Background: an optimization exercise with open tools, aiming at small area, a short achievable clock period and few clock cycles. Do not read the settings as production practice. In this exercise RTL edits were held to simulation tests only and were not proved equivalent to the original. Power figures rest on the tool's default switching activity, not on a simulated workload.

## v36
## rank_code_stream_decoder_unit
module rank_code_stream_decoder_unit
#(
  parameter int MAX_SYMBOLS = 255,
  parameter int MAX_WIDTH   = 4
) (
  input  logic       clk,
  input  logic       rst_n,
  input  logic       in_valid,
  output logic       in_ready,
  input  logic [7:0] in_stream_byte,
  output logic       out_valid,
  input  logic       out_ready,
  output logic [7:0] out_symbol,
  output logic       out_unknown_code,
  output logic       out_end_of_frame,
  output logic       out_last
);
==> flow/config.mk <==
export PLATFORM = sky130hd
export DESIGN_NAME = rank_code_stream_decoder_unit
export DESIGN_NICKNAME = rank_code_stream_decoder_unit
export VERILOG_FILES = /design/flow/design.v
export SDC_FILE = /design/flow/constraint.sdc
export NUM_CORES = 4
export LEC_CHECK = 0
export ABC_CLOCK_PERIOD_IN_PS = 2000
export CAP_MARGIN = 20
export CORE_MARGIN = 2
export CORE_UTILIZATION = 40
export CTS_CLUSTER_DIAMETER = 70
export CTS_CLUSTER_SIZE = 28
export SETUP_SLACK_MARGIN = 4.0
export SLEW_MARGIN = 20
==> flow/constraint.sdc <==
create_clock -name core_clock -period 7.0 [get_ports {clk}]
set_input_delay 1.4000 -clock core_clock [delete_from_list [all_inputs] [get_ports {clk}]]
set_output_delay 1.4000 -clock core_clock [all_outputs]
set_load 0.01 [all_outputs]
run.sh (not shown) runs the stock make flow with config.mk's settings and CLKGATE_MAP_FILE= SYNTH_SCRIPT=/design/flow/synth_recipe.tcl, a recipe that flattens the netlist after the stock synthesis.
v36 ran to completion and came out clean on the timing, design-rule and antenna checks.
Testbench counts of v36, summed over its fixed seeds: cycles 22,759.
## Diff of input files: v11 against v36
-- flow/design.v --
<<< v36, line 50
  output logic       out_last
);
  logic [7:0]  ib;
  logic        ib_v;
  logic [7:0]  fb [5];
  logic [4:0]  fgt;
  logic        in_rdy_r;
  logic [1:0]  phase;
>>> v11, line 50
  output logic       out_last
);
  logic [7:0]  fb [4];
  logic [3:0]  fgt;
  logic        in_rdy_r;
  logic [1:0]  phase;
<<< v36, line 195
  logic [3:0]  sh_oh;
  logic        take;
  logic [4:0]  fgt_mid;
  logic [4:0]  fgt_nxt;
  logic [7:0]  tbl_q;
  logic        tbl_z;       
>>> v11, line 193
  logic [3:0]  sh_oh;
  logic        take;
  logic [3:0]  fgt_mid;
  logic [3:0]  fgt_nxt;
  logic [7:0]  tbl_q;
  logic        tbl_z;       
<<< v36, line 251
      sh_oh = (wid_go || sym_go) ? 4'b0010 : 4'b0001;
    end
    for (int k = 0; k < 5; k++) begin
      fgt_mid[k] = 1'b0;
      for (int s = 0; s < 4; s++) begin
        if (k + s < 5) fgt_mid[k] = fgt_mid[k] | (sh_oh[s] & fgt[(k + s) % 5]);
      end
    end
    fgt_nxt[0] = fgt_mid[0] | ib_v;
    for (int k = 1; k < 5; k++) begin
      fgt_nxt[k] = fgt_mid[k] | (ib_v & fgt_mid[k - 1]);
    end
  end
  always_ff @(posedge clk) begin
    for (int j = 0; j < 5; j++) begin
      logic [7:0] nb;
      nb = '0;
      for (int s = 0; s < 4; s++) begin
        if (sh_oh[s]) begin
          nb = nb | ((j + s < 5 && fgt[(j + s) % 5]) ? fb[(j + s) % 5] : ib);
        end
      end
>>> v11, line 249
      sh_oh = (wid_go || sym_go) ? 4'b0010 : 4'b0001;
    end
    for (int k = 0; k < 4; k++) begin
      fgt_mid[k] = 1'b0;
      for (int s = 0; s < 4; s++) begin
        if (k + s < 4) fgt_mid[k] = fgt_mid[k] | (sh_oh[s] & fgt[(k + s) % 4]);
      end
    end
    fgt_nxt[0] = fgt_mid[0] | take;
    for (int k = 1; k < 4; k++) begin
      fgt_nxt[k] = fgt_mid[k] | (take & fgt_mid[k - 1]);
    end
  end
  always_ff @(posedge clk) begin
    for (int j = 0; j < 4; j++) begin
      logic [7:0] nb;
      nb = '0;
      for (int s = 0; s < 4; s++) begin
        if (sh_oh[s]) begin
          nb = nb | ((j + s < 4 && fgt[(j + s) % 4]) ? fb[(j + s) % 4] : in_stream_byte);
        end
      end
<<< v36, line 275
  end
  always_ff @(posedge clk) begin
    ib <= in_stream_byte;
  end
  always_ff @(posedge clk) begin
    if (!rst_n) begin
      ib_v     <= 1'b0;
      fgt      <= 5'd0;
      in_rdy_r <= 1'b1;
    end else begin
      ib_v     <= take;
      fgt      <= fgt_nxt;
      in_rdy_r <= !(fgt_nxt[4] || (take && fgt_nxt[3]));
    end
  end
>>> v11, line 273
  end
  always_ff @(posedge clk) begin
    if (!rst_n) begin
      fgt      <= 4'd0;
      in_rdy_r <= 1'b1;
    end else begin
      fgt      <= fgt_nxt;
      in_rdy_r <= !fgt_nxt[3];
    end
  end
[summary]
Number of global-route vias before repair (v11 over v36): increase, 494
From v36 to v11 the numbers moved as follows: portion of the post-synthesis area used by sequential elements stayed essentially flat, sequential power has remained practically unchanged, arrival time of data at the critical path endpoint shows an increase of 0.08 ns, non-clock buffer count rose about 3%, multi-input gate share of the layout cell area stayed essentially flat.
Of v11 and v36, the higher total number of nets in the final design belongs to v36.
v11 -> v36: TritonCTS buffer count delta 0, exact match
Lower portion of the clock cycle consumed by the worst path in the final layout was reported by v36, not v11.
| setup skew after layout | higher: v36 |
Compared v11 vs v36, and minimum clock period is up in v11.
Beginning of the critical path: l1_mid[0] -> v36, l1_mid[6] -> v11
Per the comparison of v11 with v36, number of logic stages on the critical path including buffering has increased, floorplan core area has decreased, total routing usage reported by global routing has increased.
Testbench counts of v11, summed over its fixed seeds: cycles 22,751.


rank_code_stream_decoder_unit, a different RTL version from the one above (not shown whole).
For scale: ~4800 cells after synthesis, roughly 2200 flip-flops, about 25 I/O pins, about 63000 sq um of cells after synthesis.
==> module rcsd_datapath, before the edit <==
module rcsd_datapath (
  input  logic              clk,
  input  logic              wr_en,
  input  logic [7:0]        wr_data,
  input  logic [5:0]        rd_addr,
  output logic [3:0][7:0]   rd_quarter
);
  logic [255:0][7:0] ring;
  logic [255:0][7:0] rot;
  logic [7:0]        sel_lo;
  logic [7:0]        sel_hi;
  always_ff @(posedge clk) begin
    ring <= {ring[254:0], wr_en ? wr_data : ring[255]};
  end
  assign rot = {ring[1:0], ring[255:2]};
  logic [63:0] sel;
  always_comb begin
    sel = 64'b1 << rd_addr;
    for (int g = 0; g < 4; g++) begin
      rd_quarter[g] = '0;
      for (int i = 0; i < 64; i++) begin
        rd_quarter[g] = rd_quarter[g] | (rot[g * 64 + i] & {8{sel[i]}});
      end
    end
  end
endmodule
clock: 7.0 ns
lec_check: 0
abc_clock_period_in_ps: 3000
cap_margin: 20
core_margin: 2
core_utilization: 40
setup_slack_margin: 4.0
slew_margin: 20
Testbench counts at the start, summed over its fixed seeds: cycles 22,743.
Next try:
--- a/flow/design.v
+++ b/flow/design.v
@@ -11,26 +11,19 @@
   input  logic [7:0]        wr_data,
   input  logic [5:0]        rd_addr,
   output logic [3:0][7:0]   rd_quarter
 );
   logic [255:0][7:0] ring;
   logic [255:0][7:0] rot;
-  logic [7:0]        sel_lo;
-  logic [7:0]        sel_hi;
   always_ff @(posedge clk) begin
     ring <= {ring[254:0], wr_en ? wr_data : ring[255]};
   end
   assign rot = {ring[1:0], ring[255:2]};
-  logic [63:0] sel;
   always_comb begin
-    sel = 64'b1 << rd_addr;
     for (int g = 0; g < 4; g++) begin
-      rd_quarter[g] = '0;
-      for (int i = 0; i < 64; i++) begin
-        rd_quarter[g] = rd_quarter[g] | (rot[g * 64 + i] & {8{sel[i]}});
-      end
+      rd_quarter[g] = rot[{g[1:0], rd_addr}];
     end
   end
 endmodule
 module rank_code_stream_decoder_unit
 #(
   parameter int MAX_SYMBOLS = 255,
What happened:
- global-route usage falls by 13 points
- routed wire length drops by 45%
- utilization goes down by 0.98 points
- count of clock-buffer cells in the layout rises by 22
- fmax is higher by 10%
Testbench counts after the change, summed over its fixed seeds: cycles 22,743.


== JK ==
rank_code_stream_decoder_unit, a different RTL version from the one above (not shown whole).
For scale: ~4800 cells after synthesis, ~2300 flip-flops, ~25 I/O pins, roughly 64000 um^2 of cells after synthesis.
clock: 7.0 ns
lec_check: 0
abc_clock_period_in_ps: 2000
cap_margin: 20
core_margin: 2
core_utilization: 40
cts_cluster_diameter: 70
cts_cluster_size: 28
place_density: 0.75
setup_slack_margin: 4.0
slew_margin: 20
Testbench counts of JK, summed over its fixed seeds: cycles 22,751.
The inputs of MS differ from those of JK as listed below.
--- a/flow/design.v
+++ b/flow/design.v
@@ -72,28 +72,30 @@
   logic [11:1] pw_oh_b;     
   logic        term_r;      
   logic        a_v;
   logic [7:0]  a_r1;        
   logic        a_big;       
   logic        a_hdr;
   logic        a_slow;
   logic        l1_v;
   logic [7:0]  l1_lo;       
   logic [7:0]  l1_mid;      
+  logic [7:0]  l1_mid_b;    
   logic [1:0]  l1_hi;       
   logic        l1_known;
   logic        l1_hdr;      
   logic        l1_slow;     
   logic        l1_lastp;
   logic        l2_v;
   logic [3:0][7:0] l2_q;
   logic [3:0]  l2_hi;       
+  logic [3:0]  l2_hi_b;     
   logic        l2_known;
   logic        l2_hdr;
   logic        l2_slow;
   logic        l2_lastp;
   logic        o_v;
   logic [7:0]  o_sym;
   logic        o_unk;
   logic        o_eof;
   logic        o_last;
   logic        tbl_wr;
@@ -372,47 +374,56 @@
       l1_v <= 1'b0;
     end else if (a_move) begin
       l1_v <= 1'b1;
     end else if (l1_move) begin
       l1_v <= 1'b0;
     end
   end
   always_ff @(posedge clk) begin
     if (a_move) begin
       l1_lo    <= 8'b1 << pos[2:0];
-      l1_mid   <= 8'b1 << pos[5:3];
       l1_hi    <= pos[7:6];
       l1_known <= !a_big && (a_r1 <= cnt);
       l1_hdr   <= a_hdr;
       l1_slow  <= a_slow;
       l1_lastp <= (bp == 3'd0) || ndge[1];
     end else begin
       l1_lo <= {l1_lo[6:0], l1_lo[7]};
-      if (l1_lo[7]) begin
-        l1_mid <= {l1_mid[6:0], l1_mid[7]};
-        if (l1_mid[7]) l1_hi <= l1_hi + 2'd1;
-      end
+      if (l1_lo[7] && l1_mid[7]) l1_hi <= l1_hi + 2'd1;
+    end
+  end
+  always_ff @(posedge clk) begin
+    if (a_move) begin
+      l1_mid   <= 8'b1 << pos[5:3];
+      l1_mid_b <= 8'b1 << pos[5:3];
+    end else if (l1_lo[7]) begin
+      l1_mid   <= {l1_mid_b[6:0], l1_mid_b[7]};
+      l1_mid_b <= {l1_mid[6:0], l1_mid[7]};
+    end else begin
+      l1_mid   <= l1_mid_b;
+      l1_mid_b <= l1_mid;
     end
+    l2_hi   <= l1_move ? 4'b1 << l1_hi : l2_hi_b;
+    l2_hi_b <= l1_move ? 4'b1 << l1_hi : l2_hi;
   end
   always_ff @(posedge clk) begin
     if (!rst_n) begin
       l2_v <= 1'b0;
     end else if (l1_move) begin
       l2_v <= 1'b1;
     end else if (l2_move) begin
       l2_v <= 1'b0;
     end
   end
   always_ff @(posedge clk) begin
     if (l1_move) begin
       l2_q     <= tbl_quarter;
-      l2_hi    <= 4'b1 << l1_hi;
       l2_known <= l1_known;
       l2_hdr   <= l1_hdr;
       l2_slow  <= l1_slow;
       l2_lastp <= l1_lastp;
     end
   end
   always_ff @(posedge clk) begin
     if (!rst_n) begin
       o_v <= 1'b0;
     end else if (o_free) begin
## What came out
MS: no failed stages, no open violations at the end. JK ran to completion and came out clean on the timing, design-rule and antenna checks. MS -> JK: count of H-tree levels built during CTS delta 0, exact match. Going from JK to MS, unique cell type count in the Yosys netlist decreased 3.4%, biggest fanout along the worst timing path decreased about 25%, number of buffers inserted by port buffering essentially unchanged. Between JK and MS, the buffer count excluding the clock tree in the final layout is lower for MS. Post-route fraction of the period consumed by the critical path (higher): MS. As far as cell area is concerned, JK and MS perform about the same. Summary: area of the core, MS worse than JK. Net count of the mapped netlist (MS vs. JK) increases slightly. Via total after detailed routing grows slightly when moving from JK to MS. Synthesized area of MS exceeds that of JK slightly. Looking at JK and MS, the sequential cell power is a wash. Summary of MS over JK: worst setup slack for register-to-register paths decreased by 0.05 ns relative to the old numbers, multi-input logic portion of the cell area increased by 0.26 points relative to the old numbers.
Testbench counts of MS, summed over its fixed seeds: cycles 22,751.

-- separate check: timing with driven ports --
In the flow no input, the clock included, has a driving cell. The finished layouts below were timed again as built, in two steps. Step 1, drivers: a clkbuf_16 drives clk and a buf_2 each remaining input, both assumed. Step 2 adds t to the input delays and takes it off the output delays; t is the mean of the earliest and latest rising clock arrival at the registers after step 1. Input paths then give back, and output paths get back, about the clock's delay inside the block. Slacks: ideal ports / drivers / drivers and shift; pairs: ideal ports / drivers.
run | shift t [ns] | setup slack, ns | worst setup path after step 2 | latest minus earliest clock arrival (ns) | pins driven straight from the clock port
v36 | 0.834 | 3.970 / 3.970 / 3.772 | input to register | 0.071 / 0.071 | 1
v11 | 0.830 | 3.855 / 3.855 / 3.825 | input to register | 0.052 / 0.052 | 1
the first run of note 2 | 0.891 | 2.476 / 2.476 / 2.476 | register to register | 0.083 / 0.083 | 1
the second run of note 2 | 0.877 | 2.900 / 2.900 / 2.900 | register to register | 0.055 / 0.055 | 1
JK | 0.816 | 3.988 / 3.988 / 3.294 | input to register | 0.099 / 0.100 | 1
MS | 0.832 | 3.941 / 3.941 / 3.298 | input to register | 0.066 / 0.067 | 1
After both steps every run listed still meets setup and hold. For JK, which loses most, drivers alone change the setup slack by 0.000 ns; drivers and shift together by -0.694 ns.
